What follows belongs to an exercise in optimizing a design on an open flow for small area; a production flow would make more cautious choices. Function was checked by simulation only, so behaviour that the tests miss may differ from the original. Power and IR drop assume default switching activity.

File: design/flow/design.v
`default_nettype none
package scm_pkg;
  localparam int SCM_ADDR_WIDTH = 6;
  localparam int SCM_DATA_WIDTH = 64;
  localparam int NUM_ROWS       = 2 ** SCM_ADDR_WIDTH;
endpackage
`default_nettype wire
`default_nettype none
module scm_row_en (
  input  logic EN,
  input  logic TE,
  output logic WEN,
  output logic WEN_N
);
  assign WEN   = EN | TE;
  assign WEN_N = ~(EN | TE);
endmodule
module scm_bit_nxt (
  input  logic Q,
  input  logic D,
  input  logic WEN,
  input  logic WEN_N,
  output logic NXT
);
  assign NXT = (Q | WEN) & (D | WEN_N);
endmodule
module scm_rd3 (
  input  logic A0, S0,
  input  logic A1, S1,
  input  logic A2, S2,
  output logic Y_N
);
  assign Y_N = ~((A0 & S0) | (A1 & S1) | (A2 & S2));
endmodule
module scm_rd2 (
  input  logic A0, S0,
  input  logic A1, S1,
  output logic Y_N
);
  assign Y_N = ~((A0 & S0) | (A1 & S1));
endmodule
module scm_nand4 (
  input  logic A, B, C, D,
  output logic Y
);
  assign Y = ~(A & B & C & D);
endmodule
module scm_nand3 (
  input  logic A, B, C,
  output logic Y
);
  assign Y = ~(A & B & C);
endmodule
module scm_nand2 (
  input  logic A, B,
  output logic Y
);
  assign Y = ~(A & B);
endmodule
module scm_nor2 (
  input  logic A, B,
  output logic Y
);
  assign Y = ~(A | B);
endmodule
`default_nettype wire
`default_nettype none
module scm_65 #(
  parameter int ADDR_WIDTH = scm_pkg::SCM_ADDR_WIDTH,
  parameter int DATA_WIDTH = scm_pkg::SCM_DATA_WIDTH
) (
  input  logic                  CLK,
  input  logic                  RST_N,
  input  logic [DATA_WIDTH-1:0] DIN,
  input  logic [ADDR_WIDTH-1:0] RADDR,
  input  logic                  RE,
  input  logic                  SE,
  input  logic [ADDR_WIDTH-1:0] WADDR,
  input  logic                  WE,
  output logic [DATA_WIDTH-1:0] DOUT
);
  localparam int ROWS  = 2 ** ADDR_WIDTH;
  localparam int TERMS = ROWS + 1;
  localparam int GRPS  = (TERMS + 2) / 3;
  logic [DATA_WIDTH-1:0]             r_dout;
  logic [TERMS-1:0][DATA_WIDTH-1:0]  w_term;
  logic [TERMS-1:0]                  w_tsel;
  logic [GRPS-1:0][DATA_WIDTH-1:0]   w_grp_n;
  logic [DATA_WIDTH-1:0]             w_rd_data;
  generate
    for (genvar i = 0; i < ROWS; i++) begin : g_row
      logic                  w_en;
      logic                  w_en_n;
      logic [DATA_WIDTH-1:0] w_nxt;
      logic [DATA_WIDTH-1:0] r_row;
      scm_row_en u_en (
        .EN    (WE && (WADDR == ADDR_WIDTH'(i))),
        .TE    (SE),
        .WEN   (w_en),
        .WEN_N (w_en_n)
      );
      for (genvar b = 0; b < DATA_WIDTH; b++) begin : g_bit
        scm_bit_nxt u_nxt (
          .Q     (r_row[b]),
          .D     (DIN[b]),
          .WEN   (w_en),
          .WEN_N (w_en_n),
          .NXT   (w_nxt[b])
        );
      end
      always_ff @(posedge CLK) begin
        r_row <= w_nxt;
      end
      assign w_term[i] = r_row;
      assign w_tsel[i] = RE && (RADDR == ADDR_WIDTH'(i));
    end
    assign w_term[ROWS] = r_dout;
    assign w_tsel[ROWS] = !RE;
    for (genvar g = 0; g < GRPS; g++) begin : g_grp
      for (genvar b = 0; b < DATA_WIDTH; b++) begin : g_bit
        if (3 * g + 2 < TERMS) begin : g_rd3
          scm_rd3 u_rd (
            .A0  (w_term[3*g][b]),   .S0 (w_tsel[3*g]),
            .A1  (w_term[3*g+1][b]), .S1 (w_tsel[3*g+1]),
            .A2  (w_term[3*g+2][b]), .S2 (w_tsel[3*g+2]),
            .Y_N (w_grp_n[g][b])
          );
        end else begin : g_rd2
          scm_rd2 u_rd (
            .A0  (w_term[3*g][b]),   .S0 (w_tsel[3*g]),
            .A1  (w_term[3*g+1][b]), .S1 (w_tsel[3*g+1]),
            .Y_N (w_grp_n[g][b])
          );
        end
      end
    end
  endgenerate
  generate
    for (genvar b = 0; b < DATA_WIDTH; b++) begin : g_tree
      logic [5:0] w_l1;
      logic [2:0] w_l2_n;
      for (genvar k = 0; k < 5; k++) begin : g_l1
        scm_nand4 u_n4 (
          .A (w_grp_n[4*k][b]),   .B (w_grp_n[4*k+1][b]),
          .C (w_grp_n[4*k+2][b]), .D (w_grp_n[4*k+3][b]),
          .Y (w_l1[k])
        );
      end
      scm_nand2 u_n2 (.A (w_grp_n[20][b]), .B (w_grp_n[21][b]), .Y (w_l1[5]));
      for (genvar k = 0; k < 3; k++) begin : g_l2
        scm_nor2 u_o2 (.A (w_l1[2*k]), .B (w_l1[2*k+1]), .Y (w_l2_n[k]));
      end
      scm_nand3 u_n3 (.A (w_l2_n[0]), .B (w_l2_n[1]), .C (w_l2_n[2]), .Y (w_rd_data[b]));
    end
  endgenerate
  always_ff @(posedge CLK or negedge RST_N) begin
    if (!RST_N) r_dout <= '0;
    else        r_dout <= w_rd_data;
  end
  assign DOUT = r_dout;
endmodule
`default_nettype wire
File: design/flow/standard.sh
#!/bin/bash
# synth_recipe.tcl (not shown) runs the flow's synth.tcl, then flattens the netlist and writes it again
# the make line also repeats each setting of config.mk as NAME=value (left out here)
make -C /OpenROAD-flow-scripts/flow DESIGN_CONFIG=/design/flow/config.mk WORK_HOME=/design/flow/orfs CLKGATE_MAP_FILE= SYNTH_SCRIPT=/design/flow/synth_recipe.tcl "${@:-finish}"
File: design/flow/flow/pre_place.tcl
set_dont_use {sky130_fd_sc_hd__buf_6 sky130_fd_sc_hd__buf_8 sky130_fd_sc_hd__buf_12 sky130_fd_sc_hd__buf_16 sky130_fd_sc_hd__bufbuf_* sky130_fd_sc_hd__clkbuf_8 sky130_fd_sc_hd__clkbuf_16 sky130_fd_sc_hd__inv_6 sky130_fd_sc_hd__inv_8 sky130_fd_sc_hd__inv_12 sky130_fd_sc_hd__inv_16 sky130_fd_sc_hd__clkinv_8 sky130_fd_sc_hd__clkinv_16}
File: design/flow/constraint.sdc
create_clock -name core_clock -period 4.5 [get_ports {CLK}]
set_input_delay 0.9000 -clock core_clock [delete_from_list [all_inputs] [get_ports {CLK}]]
set_output_delay 0.9000 -clock core_clock [all_outputs]
set_load 0.01 [all_outputs]
File: design/flow/config.mk
export PLATFORM = sky130hd
export DESIGN_NAME = scm_65
export DESIGN_NICKNAME = scm_65
export VERILOG_FILES = /design/flow/design.v
export SDC_FILE = /design/flow/constraint.sdc
export NUM_CORES = 4
export LEC_CHECK = 0
export CAP_MARGIN = 20
export CORE_MARGIN = 2
export CORE_UTILIZATION = 45
export GPL_TIMING_DRIVEN = 0
export SLEW_MARGIN = 20
export SYNTH_HIERARCHICAL = 1
File: design/flow/flow/run.sh
#!/bin/bash
# Own layout flow: the standard layout (standard.sh) with these changes.
#  * Global placement and placement repair may not use the largest buffers
#    and inverters, which repair otherwise picks for the row and column nets
#    of the array (pre_place.tcl).
#  * Ports are buffered with buf_2 instead of the default delay buffer.
#  * CTS: no dummy loads, clkbuf_8 leaf buffers over clusters of up to 16
#    sinks within 60 um, clkbuf_4 above them.
# standard.sh's output goes to standard.log here; ORFS's own per-step logs
# stay under orfs/logs.
set -euo pipefail
here=$(cd "$(dirname "${BASH_SOURCE[0]}")" && pwd)
export PRE_GLOBAL_PLACE_TCL="$here/pre_place.tcl"
export PRE_RESIZE_TCL="$here/pre_place.tcl"
export BUFFER_PORTS_ARGS="-buffer_cell sky130_fd_sc_hd__buf_2"
export CTS_ARGS="-sink_clustering_enable -repair_clock_nets -dont_use_dummy_load -buf_list {sky130_fd_sc_hd__clkbuf_4 sky130_fd_sc_hd__clkbuf_8} -sink_clustering_buffer sky130_fd_sc_hd__clkbuf_8 -tree_buf sky130_fd_sc_hd__clkbuf_4 -sink_clustering_size 16 -sink_clustering_max_diameter 60"
bash standard.sh > standard.log 2>&1
==> impl_metrics.csv, run 1 <==
group,metric,value,unit
status,run_status,"failed layout checks",
status,failed_checks,"negative setup slack",
grt,antenna_found_initial,74,
grt,grt_max_degree,52,
routing,wl_met3,89400,microns
floorplanning,start_util,0.453,
sta,finalCritPeriodShare,1.03,
power,power.density,448,nW/um^2
setup_path,path_cells,"buf_2 -> nand3b_1 -> clkbuf_2 -> nor2_4 -> buf_4 -> buf_4 -> buf_4 -> a222oi_1 -> nand4_1 -> nor2_1 -> nand3_1",
sta,relSlewSlack,0.0660,
routing,ant_nets,0,
setup_path,reg2regPathDepth,4,
routing,m1WireLength,223000,microns
floorplanning,core,306000,sq um
grt,grt_overflow_total,0,
power,p_total,69200,uW
yosys,syn_area,139000,sq um
layout,drive_above_1_share,0.109,
yosys,syn_area_per_cell,13.1,sq um
worst_hold_path,hold_path_startpoint,"DIN[63]",
routing,vias,122000,
routing,dr_wl_met2,263000,microns
clock_tree,clkSlewWorstSetupHoldPaths,0.10,ns
sta,grt_setup_unrepaired,"no",
yosys,yosysTopAreaCell,"dfxtp_1",
place,portBuffers,144,
layout,most-common-layout-cells,"o22a_1, dfxtp_1, a222oi_1",
setup_path,cp.arrival,5.67,ns
setup_path,crit_buf_inv,5,
sta,slew_viol_final,0,
grt,grt_first_pass_wirelength,868000,microns
worst_hold_path,whs_path_depth,2,
layout,fillers,26800,
setup_path,cp_common_cell,"buf_4",
setup_path,reg2reg_from,"g_row[18].r_row[49]",
layout,stdcell_area,154000,sq um
floorplanning,die_h,559,microns
setup_path,slowest_stage,"nor2_1",
yosys,synth.ff_latch_count,4160,
sta,worst_slew_pin_slew,1.40,ns
place,gp_congestion,0.941,
sta,final-hold-violation-count,0,
grt,grt_pass1_vias,120000,
sta,min_period,4.63,ns
setup_path,start_kind,"input pin",
place,dp_hpwl,422000,microns
floorplanning,die_area,312000,sq um
yosys,seq_area_frac_synth,0.603,
yosys,yosysUniqueCellTypes,19,
place,dpl_cell_area,150000,sq um
routing,drc,0,
grt,grt.total_usage,0.379,
clock_tree,cts_inserted_buffers,322,
run,max_cap_violations,0,
clock_tree,cts.sinks,4160,
floorplanning,num_io_pins,145,
clock_tree,worstSkewPairLatency,1.25,ns
setup_path,slowest_delay,1.13,ns
sta,setup_tns,-0.133,ns
sta,fin_ws,-0.133,ns
worst_hold_path,hp-class,"input pin to flip-flop",
yosys,synthCells,10600,
layout,synthToLayoutAreaGrowth,11.3,%
setup_path,required,5.54,ns
worst_hold_path,whs_endpoint,"g_row[29].r_row[63]",
sta,finClkSkew,0.143,ns
routing,wire_per_inst,39.5,microns
floorplanning,fp-row-count,203,
setup_path,worstSetupPathType,"input pin to flip-flop",
clock_tree,cts_tree,"yes",
setup_path,r2r-end,"r_dout[49]",
routing,drtIter0Drc,21400,
yosys,yosysWarnings,7,
routing,drtPass1Iterations,13,
clock_tree,clockBufferDepth,4,
power,irDropWorstVdd,0.241,mV
floorplanning,die_w,559,microns
setup_path,cp_top_family,"simple AND/OR/NAND/NOR gates",
clock_tree,cts_root_buf,"clkbuf_8",
yosys,synth_area_leaders,"dfxtp_1, o22a_1, a222oi_1, nand4_1, dfrtp_1",
yosys,synth_top_area_share,0.592,
yosys,syn_nets,10700,
layout,multi_input_area,56100,sq um
layout,seqCellArea,83600,sq um
clock_tree,htreeDepth,5,
setup_path,worst-path-max-fanout,21,
routing,highest_layer,"met5",
routing,finalWirelength,623000,microns
sta,fmax,0.216,GHz
routing,vias_per_cell,7.71,
layout,fin_nets,11700,
setup_path,r2r_slack,1.75,ns
power,p_leak,0.0571,uW
sta,setup_viol,1,
setup_path,cp-end-kind,"flip-flop",
## how the worst max path moves through the flow
stage                   from    endpoint  cells past startpoint  slack [ns]
floorplan           RADDR[5]   r_dout[0]                      8        0.33
global placement          RE  r_dout[22]                      9       -5.46
detailed placement        RE  r_dout[49]                     11       -1.46
CTS                       RE  r_dout[49]                     11        0.30
global route              RE  r_dout[49]                     11        0.16
finish                    RE  r_dout[49]                     11       -0.13
## area by class of cell
cell class                      instances  share of cell area
Tap cell                             4100              0.0333
Clock buffer                          322              0.0286
Timing Repair Buffer                  672              0.0315
Antenna cell                           40            0.000649
Buffer                                 18            0.000495
Multi-Input combinational cell       6440               0.363
Sequential cell                      4160               0.542
Inverter                                1           0.0000406
## synthesized netlist by cell type
cell type  number
or4_1           2
or3b_1          2
a22oi_2        64
dfrtp_1        64
nor2_1        384
nand2_1        64
nand4bb_1      12
a222oi_1     1344
nand4b_1        8
o22a_1       4096
nand4_1       322
dfxtp_1      4096
clkbuf_1       14
buf_2           4
or2_1          64
inv_1           1
or4b_1          8
nand3b_1        4
nand3_1        66
## power breakdown
group,switching [uW],internal [uW]
clock,11800,6360
combinational,5060,3210
sequential,2150,40600
total,19000,50100
## flip-flops by register name, indices dropped and copies added (netlist names)
name,cells
g_row.r_row,4096
r_dout,64
## per-module statistics from Yosys, one instance, submodules excluded
module,area (sq um),cells
scm_65,84500,4347
scm_bit_nxt,8.76,1
scm_nand2,3.75,1
scm_nand3,5.00,1
scm_nand4,6.26,1
scm_nor2,3.75,1
scm_rd2,12.5,1
scm_rd3,10.0,1
scm_row_en,10.0,2
## stage by stage
step / std cells / hold slack, ns / setup WS [ns] / utilization
2_1_floorplan: 10600 / 0.447 / 0.328 / -
5_1_grt: 15700 / 0.0343 / 0.157 / 0.504
3_3_place_gp: 14900 / 0.452 / -5.46 / 0.472
4_1_cts: 15700 / 0.00232 / 0.305 / 0.504
6_report: 15800 / 0.0698 / -0.133 / 0.504
3_5_place_dp: 15400 / 0.461 / -1.46 / 0.489
## timing repair
action,CTS,global route
setup endpoints to repair,1,1
gates resized for setup,1,1
hold buffers,5,0
endpoints found under the hold margin,36,0
buffers inserted,0,0
## logic make-up (layout without fill, tap and decap cells)
kind of cell,after synthesis,after routing,share of synthesized area
compound gates,5504,5504,0.362
buf+inv,19,1013,0.000551
flops,4160,4160,0.603
other cells,0,40,0
simple gates,936,936,0.0345
## per-layer routing
layer / up-vias / track usage
li1: 48700 / -
met2: 8941 / 0.560
met1: 61800 / 0.456
met5: - / 0
met4: 36 / 0.267
met3: 2071 / 0.140
==> inputs of run 2 (changes only) <==
--- a/design/flow/config.mk
+++ b/design/flow/config.mk
@@ -7,7 +7,7 @@
 export LEC_CHECK = 0
 export CAP_MARGIN = 20
 export CORE_MARGIN = 2
-export CORE_UTILIZATION = 45
-export GPL_TIMING_DRIVEN = 0
+export CORE_UTILIZATION = 40
+export GPL_TIMING_DRIVEN = 1
 export SLEW_MARGIN = 20
 export SYNTH_HIERARCHICAL = 1
==> run 2 against run 1 <==
Now clean on timing, DRC and antenna. Cell count up 6.0%. Combinational power about the same. Core utilization fell by 4.9 points. Critical endpoint is now r_dout[18]. Largest power group unchanged.
==> impl_metrics.csv, run 2 <==
group,metric,value,unit
status,run_status,"timing/DRC/antenna clean",
floorplanning,num_io_pins,145,
yosys,synth_top_area_share,0.592,
yosys,yosysWarnings,7,
yosys,synth.cells.most_frequent,"dfxtp_1, o22a_1, a222oi_1",
routing,drtIter0Drc,21200,
yosys,synth.ff_latch_count,4160,
setup_path,slowest_stage,"or4b_1",
setup_path,slowest_delay,0.87,ns
sta,finClkSkew,0.136,ns
routing,wire_per_inst,36.7,microns
power,p_leak,0.0586,uW
clock_tree,cts_resized,0,
clock_tree,cts.sinks,4160,
sta,setup_tns,0,ns
place,portBuffers,144,
layout,largest_register_ffs,4096,
yosys,syn_nets,10700,
sta,setup_viol,0,
setup_path,worstSetupPathType,"input pin to flip-flop",
setup_path,start_kind,"input pin",
sta,fin_worst_hold_slack,0.149,ns
clock_tree,htreeDepth,5,
layout,fillers,31500,
setup_path,path_cells,"buf_2 -> or4b_1 -> nor2_4 -> buf_4 -> a222oi_1 -> nand4_1 -> nor2_1 -> nand3_1",
grt,grt_max_degree,65,
floorplanning,die_h,593,microns
layout,synthToLayoutAreaGrowth,13.3,%
worst_hold_path,hp-class,"input pin to flip-flop",
grt,grt.total_usage,0.334,
floorplanning,die_w,593,microns
yosys,synthCells,10600,
routing,vias,122000,
sta,final-hold-violation-count,0,
layout,reg_top3,"g_row.r_row: 4096 flops, r_dout: 64 flops",
grt,grt_first_pass_wirelength,861000,microns
floorplanning,start_util,0.401,
grt,grt_pass1_vias,119000,
floorplanning,core,345000,sq um
clock_tree,clockBufferDepth,4,
layout,fin_nets,12200,
layout,seqCellArea,83600,sq um
run,max_cap_violations,0,
place,dp_hpwl,404000,microns
yosys,ys.flop_type,"dfxtp_1",
layout,drive_above_1_share,0.130,
layout,largest-register,"g_row.r_row",
setup_path,worst-path-max-fanout,16,
yosys,yosysTopAreaCell,"dfxtp_1",
sta,slew_viol_final,0,
yosys,asyncSetResetFlopFracSynth,0.0154,
clock_tree,cts_root_buf,"clkbuf_8",
floorplanning,fp-row-count,216,
layout,stdcell_area,157000,sq um
setup_path,cp.arrival,4.70,ns
yosys,yosysUniqueCellTypes,19,
clock_tree,cts_inserted_buffers,328,
power,power.density,444,nW/um^2
layout,multi_input_area,56000,sq um
clock_tree,cts_tree,"yes",
yosys,syn_area_per_cell,13.1,sq um
grt,grt_overflow_total,0,
sta,worst_slew_pin_slew,1.31,ns
sta,fmax,0.281,GHz
clock_tree,worstSkewPairLatency,1.30,ns
place,gp_congestion,0.947,
place,dpl_cell_area,152000,sq um
sta,relSlewSlack,0.128,
routing,finalWirelength,614000,microns
routing,vias_per_cell,7.31,
yosys,syn_area,139000,sq um
sta,min_period,3.56,ns
sta,grt_setup_unrepaired,"no",
grt,antenna_found_initial,49,
yosys,synth_area_leaders,"dfxtp_1, o22a_1, a222oi_1, nand4_1, dfrtp_1",
clock_tree,clkSlewWorstSetupHoldPaths,0.10,ns
clock_tree,cts_setup_buffers,0,
setup_path,cp-end-kind,"flip-flop",
power,irDropWorstVdd,0.290,mV
routing,ant_nets,0,
yosys,seq_area_frac_synth,0.603,
power,p_total,69700,uW
layout,most-common-layout-cells,"o22a_1, dfxtp_1, a222oi_1",
floorplanning,die_area,351000,sq um
setup_path,required,5.64,ns
clock_tree,hold_buffers,1,
yosys,synth_edf_count,0,
routing,drtPass1Iterations,13,
routing,drc,0,
sta,finalCritPeriodShare,0.791,
## run 2: logic make-up (layout without fill, tap and decap cells)
group / after synthesis / after routing / share of synthesized area
and+or+nand+nor: 936 / 936 / 0.0345
other: 0 / 25 / 0
buffers and inverters: 19 / 1502 / 0.000551
DFF: 4160 / 4160 / 0.603
AOI/OAI and AO/OA: 5504 / 5504 / 0.362
## run 2: per-layer routing
metal | share of wire | GRT usage | vias up
met4 | 0.081 | 0.245 | 20
li1 | - | - | 49800
met1 | 0.38 | 0.425 | 62500
met2 | 0.42 | 0.491 | 8221
met3 | 0.12 | 0.0847 | 1610
met5 | 0.00023 | 0 | -
## run 2: final timing paths
kind / startpoint / endpoint / slack, ns / cells past startpoint
setup / recovery: RADDR[3] / r_dout[18] / 0.94 / 8
hold / removal: DIN[30] / g_row[55].r_row[30] / 0.15 / 2
setup reg to reg: g_row[27].r_row[28] / r_dout[28] / 1.92 / 4
hold reg to reg: g_row[36].r_row[6] / g_row[36].r_row[6] / 0.47 / 1
max in group asynchronous: RST_N / r_dout[41] / 3.12 / 3
min in group asynchronous: RST_N / r_dout[52] / 0.26 / 2
## run 2: final cells by class
class,count,share of cell area
Antenna cell,25,0.000398
Clock buffer,328,0.0286
Inverter,1,0.0000398
Multi-Input combinational cell,6440,0.357
Sequential cell,4160,0.532
Tap cell,4578,0.0365
Timing Repair Buffer,1173,0.0452
## run 2: per-stage QoR
stage,util,setup slack (ns),cells
floorplan,-,0.328,10600
global placement,0.441,-0.231,16300
detailed placement,0.441,-0.0972,16300
CTS,0.454,1.21,16700
global route,0.454,1.04,16700
finish,0.455,0.939,16700
## run 2: power breakdown
part           internal (uW)  total [uW]  leakage (uW)  switching (uW)
clock                   6480       18400       0.00235           11900
sequential             40600       43000        0.0353            2410
combinational           3330        8290        0.0210            4970
total                  50400       69700        0.0586           19300
## run 2: per-module statistics from Yosys, one instance, submodules excluded
| module | times used | area (sq um) | flops+latches |
|---|---|---|---|
| scm_nand2 | 64 | 3.75 | 0 |
| scm_bit_nxt | 4096 | 8.76 | 0 |
| scm_rd3 | 1344 | 10.0 | 0 |
| scm_nor2 | 192 | 3.75 | 0 |
| scm_row_en | 64 | 10.0 | 0 |
| scm_nand3 | 64 | 5.00 | 0 |
| scm_nand4 | 320 | 6.26 | 0 |
| scm_rd2 | 64 | 12.5 | 0 |
| scm_65 | 1 | 84500 | 4160 |
## run 2: critical path: cells and delay by family
family          cells  cell delay [ns]
simple gates        5             2.57
compound gates      1             0.61
buf+inv             2             0.57
==> inputs of run 3 (changes only) <==
--- a/design/flow/design.v
+++ b/design/flow/design.v
@@ -31,13 +31,6 @@
   output logic Y_N
 );
   assign Y_N = ~((A0 & S0) | (A1 & S1) | (A2 & S2));
-endmodule
-module scm_rd2 (
-  input  logic A0, S0,
-  input  logic A1, S1,
-  output logic Y_N
-);
-  assign Y_N = ~((A0 & S0) | (A1 & S1));
 endmodule
 module scm_nand4 (
   input  logic A, B, C, D,
@@ -85,7 +78,8 @@
   logic [DATA_WIDTH-1:0]             r_dout;
   logic [TERMS-1:0][DATA_WIDTH-1:0]  w_term;
   logic [TERMS-1:0]                  w_tsel;
-  logic [GRPS-1:0][DATA_WIDTH-1:0]   w_grp_n;
+  logic [GRPS-2:0][DATA_WIDTH-1:0]   w_grp_n;
+  logic [DATA_WIDTH-1:0][1:0]        w_last_n;
   logic [DATA_WIDTH-1:0]             w_rd_data;
   generate
     for (genvar i = 0; i < ROWS; i++) begin : g_row
@@ -126,11 +120,8 @@
             .Y_N (w_grp_n[g][b])
           );
         end else begin : g_rd2
-          scm_rd2 u_rd (
-            .A0  (w_term[3*g][b]),   .S0 (w_tsel[3*g]),
-            .A1  (w_term[3*g+1][b]), .S1 (w_tsel[3*g+1]),
-            .Y_N (w_grp_n[g][b])
-          );
+          scm_nand2 u_rd_a (.A (w_term[3*g][b]),   .B (w_tsel[3*g]),   .Y (w_last_n[b][0]));
+          scm_nand2 u_rd_b (.A (w_term[3*g+1][b]), .B (w_tsel[3*g+1]), .Y (w_last_n[b][1]));
         end
       end
     end
@@ -146,7 +137,7 @@
           .Y (w_l1[k])
         );
       end
-      scm_nand2 u_n2 (.A (w_grp_n[20][b]), .B (w_grp_n[21][b]), .Y (w_l1[5]));
+      scm_nand3 u_n3l (.A (w_grp_n[20][b]), .B (w_last_n[b][0]), .C (w_last_n[b][1]), .Y (w_l1[5]));
       for (genvar k = 0; k < 3; k++) begin : g_l2
         scm_nor2 u_o2 (.A (w_l1[2*k]), .B (w_l1[2*k+1]), .Y (w_l2_n[k]));
       end
==> run 3 against run 2 <==
Wire length up 4.6%. Via count up 1.0%. Setup slack worse by 0.20 ns. Still clean on timing, DRC and antenna. Fmax down 5.3%.
==> impl_metrics.csv, run 3 <==
group,metric,value,unit
layout,most-common-layout-cells,"o22a_1, dfxtp_1, a222oi_1",
sta,finalCritPeriodShare,0.836,
sta,min_period,3.76,ns
floorplanning,num_io_pins,145,
yosys,yosysWarnings,7,
yosys,asyncSetResetFlopFracSynth,0.0154,
grt,grtUsageMet2,0.507,
routing,drtIter0Drc,23300,
layout,reg_top3,"g_row.r_row: 4096 flops, r_dout: 64 flops",
clock_tree,clockBufferDepth,4,
setup_path,worstSetupPathType,"input pin to flip-flop",
power,power.density,448,nW/um^2
clock_tree,cts_tree,"yes",
setup_path,reg2regPathDepth,5,
setup_path,r2r_slack,2.01,ns
sta,worst_slew_pin_slew,1.24,ns
grt,grt_pass1_vias,118000,
layout,synthToLayoutAreaGrowth,13.3,%
floorplanning,fp-row-count,215,
yosys,syn_area,138000,sq um
routing,ant_nets,0,
place,dp_hpwl,428000,microns
place,portBuffers,144,
floorplanning,die_area,351000,sq um
clock_tree,worstSkewPairLatency,1.31,ns
setup_path,reg2reg_from,"g_row[54].r_row[36]",
worst_hold_path,hp-class,"input pin to flip-flop",
layout,fin_nets,12300,
floorplanning,die_w,592,microns
grt,grt_max_degree,65,
worst_hold_path,whs_path_depth,2,
floorplanning,die_h,592,microns
grt,grt-busiest-layer,"met2",
power,irDropWorstVdd,0.263,mV
clock_tree,cts_setup_buffers,0,
setup_path,cp-end-kind,"flip-flop",
grt,use_met1,0.439,
yosys,syn_nets,10800,
place,dpl_worst_slack,-0.263,ns
floorplanning,start_util,0.403,
clock_tree,cts_root_buf,"clkbuf_8",
status,run_status,"timing/DRC/antenna clean",
sta,relSlewSlack,0.172,
routing,finalWirelength,642000,microns
sta,final-hold-violation-count,0,
routing,drc,0,
setup_path,worst-path-max-fanout,23,
clock_tree,cts_inserted_buffers,328,
setup_path,r2r-end,"r_dout[36]",
yosys,yosysTopAreaCell,"dfxtp_1",
floorplanning,core,344000,sq um
place,dpl_cell_area,152000,sq um
sta,fmax,0.266,GHz
layout,drive_above_1_share,0.126,
sta,setup_viol,0,
routing,wire_per_inst,38.3,microns
setup_path,crit_end,"r_dout[50]",
layout,largest_register_ffs,4096,
routing,vias_per_cell,7.36,
sta,slew_viol_final,0,
sta,fin_ws,0.739,ns
setup_path,start_kind,"input pin",
run,max_cap_violations,0,
clock_tree,cts.sinks,4160,
sta,grt_setup_unrepaired,"no",
sta,setup_tns,0,ns
yosys,synth_edf_count,0,
grt,globalRouteMet3Util,0.112,
yosys,synth_area_leaders,"dfxtp_1, o22a_1, a222oi_1, nand4_1, dfrtp_1",
yosys,yosysUniqueCellTypes,18,
layout,largest-register,"g_row.r_row",
grt,grt.total_usage,0.351,
grt,grt_overflow_total,0,
grt,grt_first_pass_wirelength,892000,microns
routing,drtPass1Iterations,14,
yosys,syn_area_per_cell,12.9,sq um
setup_path,required,5.70,ns
setup_path,cp.arrival,4.96,ns
yosys,ys.flop_type,"dfxtp_1",
layout,stdcell_area,157000,sq um
place,gp_congestion,1.03,
yosys,synth.ff_latch_count,4160,
power,p_leak,0.0587,uW
clock_tree,htreeDepth,5,
sta,finClkSkew,0.137,ns
yosys,synthCells,10700,
setup_path,cp-startpoint,"RADDR[1]",
clock_tree,clkSlewWorstSetupHoldPaths,0.11,ns
yosys,synth.cells.most_frequent,"dfxtp_1, o22a_1, a222oi_1",
grt,antenna_found_initial,67,
yosys,seq_area_frac_synth,0.604,
clock_tree,cts_resized,0,
power,p_total,70300,uW
routing,vias,123000,
yosys,synth_top_area_share,0.593,
==> run 3: changes by cell type after synthesis, sizes merged <==
cell	change
a22oi	-64
nand2	+64
nand3	+64
==> run 3: Yosys stat by module, one instance, submodules excluded, excerpt <==
module / area (sq um) / cells / flops+latches
scm_bit_nxt: 8.76 / 1 / 0
scm_row_en: 10.0 / 2 / 0
scm_nand2: 3.75 / 1 / 0
scm_rd3: 10.0 / 1 / 0
scm_nor2: 3.75 / 1 / 0
scm_nand3: 5.00 / 1 / 0
scm_nand4: 6.26 / 1 / 0
==> run 3: through the flow <==
step           hold slack [ns]   util  instances
4_1_cts                 0.0902  0.456      16700
3_5_place_dp             0.460  0.443      16400
3_3_place_gp             0.452  0.443      16400
6_report                 0.191  0.456      16800
5_1_grt                  0.165  0.456      16700
2_1_floorplan            0.447      -      10700
==> run 3: repair_timing <==
item                                   in CTS  in global routing
hold buffers                                2                  0
setup endpoints to repair                   0                  0
endpoints found under the hold margin      51                  0
==> run 3: cell families (layout without fill, tap and decap cells) <==
kind of cell	after synthesis	after routing	synth area share
compound gates	5440	5440	0.357
buf+inv	19	1505	0.000552
flops	4160	4160	0.604
other cells	0	28	0
simple gates	1064	1064	0.0386
==> run 3: final cells by class <==
class / instances / area, sq um
Multi-Input combinational cell: 6504 / 55800
Fill cell: 31200 / 187000
Sequential cell: 4160 / 83600
Antenna cell: 28 / 70.1
Clock buffer: 328 / 4490
Inverter: 1 / 3.75
Timing Repair Buffer: 1176 / 7130
Tap cell: 4557 / 5700
==> run 3: worst min-delay path by stage <==
stage	from	endpoint	slack, ns
after CTS	DIN[39]	g_row[52].r_row[39]	0.09
after global placement	g_row[21].r_row[37]	g_row[21].r_row[37]	0.45
after global routing	DIN[46]	g_row[49].r_row[46]	0.16
after detailed placement	g_row[21].r_row[40]	g_row[21].r_row[40]	0.46
final	DIN[39]	g_row[63].r_row[39]	0.19
after floorplan	g_row[0].r_row[0]	g_row[0].r_row[0]	0.45
==> run 3: worst max-delay path, stage by stage <==
cell and delay (ns):
buf_2 0.33, nand4bb_1 0.71, nor2_4 0.97, buf_1 0.72
a222oi_1 0.25, nand4_1 0.78, nor2_1 0.14, nand3_1 0.14
==> run 3: metal layers <==
metal | part of all wire | vias up
li1 | - | 49900
met5 | 0.00036 | -
met1 | 0.37 | 63400
met3 | 0.13 | 1686
met2 | 0.41 | 8369
met4 | 0.084 | 36
==> run 3: where the power goes <==
group	switching [uW]	internal [uW]	total (uW)	leakage [uW]
Combinational	5200	3320	8520	0.0210
Sequential	2680	40500	43200	0.0353
Clock	12100	6480	18500	0.00235
Total	19900	50300	70300	0.0587

-- re-timing with driven ports --
No port has a modelled driver above. Below, the same layouts with a new extraction and two added sets of constraints.
Step 1 assumes that a clkbuf_16 drives the clock port and a buf_2 every other input.
Step 2 moves the port delays by t, midway between the first and last clock arrival at a register: inputs arrive t later, outputs are due t later. That takes back most of the time a late clock gives input paths.
a / b / c = ideal / step 1 / step 2; a / b = the first two.
run | t, ns | setup WS [ns] | hold WS [ns] | worst setup path after step 2
run 1 | 1.302 | -0.133 / -0.110 / -1.412 | 0.070 / -0.011 / 0.475 | input to register
run 2 | 1.355 | 0.939 / 0.876 / -0.480 | 0.149 / 0.064 / 0.474 | input to register
run 3 | 1.354 | 0.739 / 0.827 / -0.527 | 0.191 / 0.103 / 0.473 | input to register
Met with ideal ports but missed after step 2: setup timing in run 2 and run 3. For run 2, which loses most, drivers alone change the setup slack by -0.063 ns; drivers and shift together by -1.419 ns.
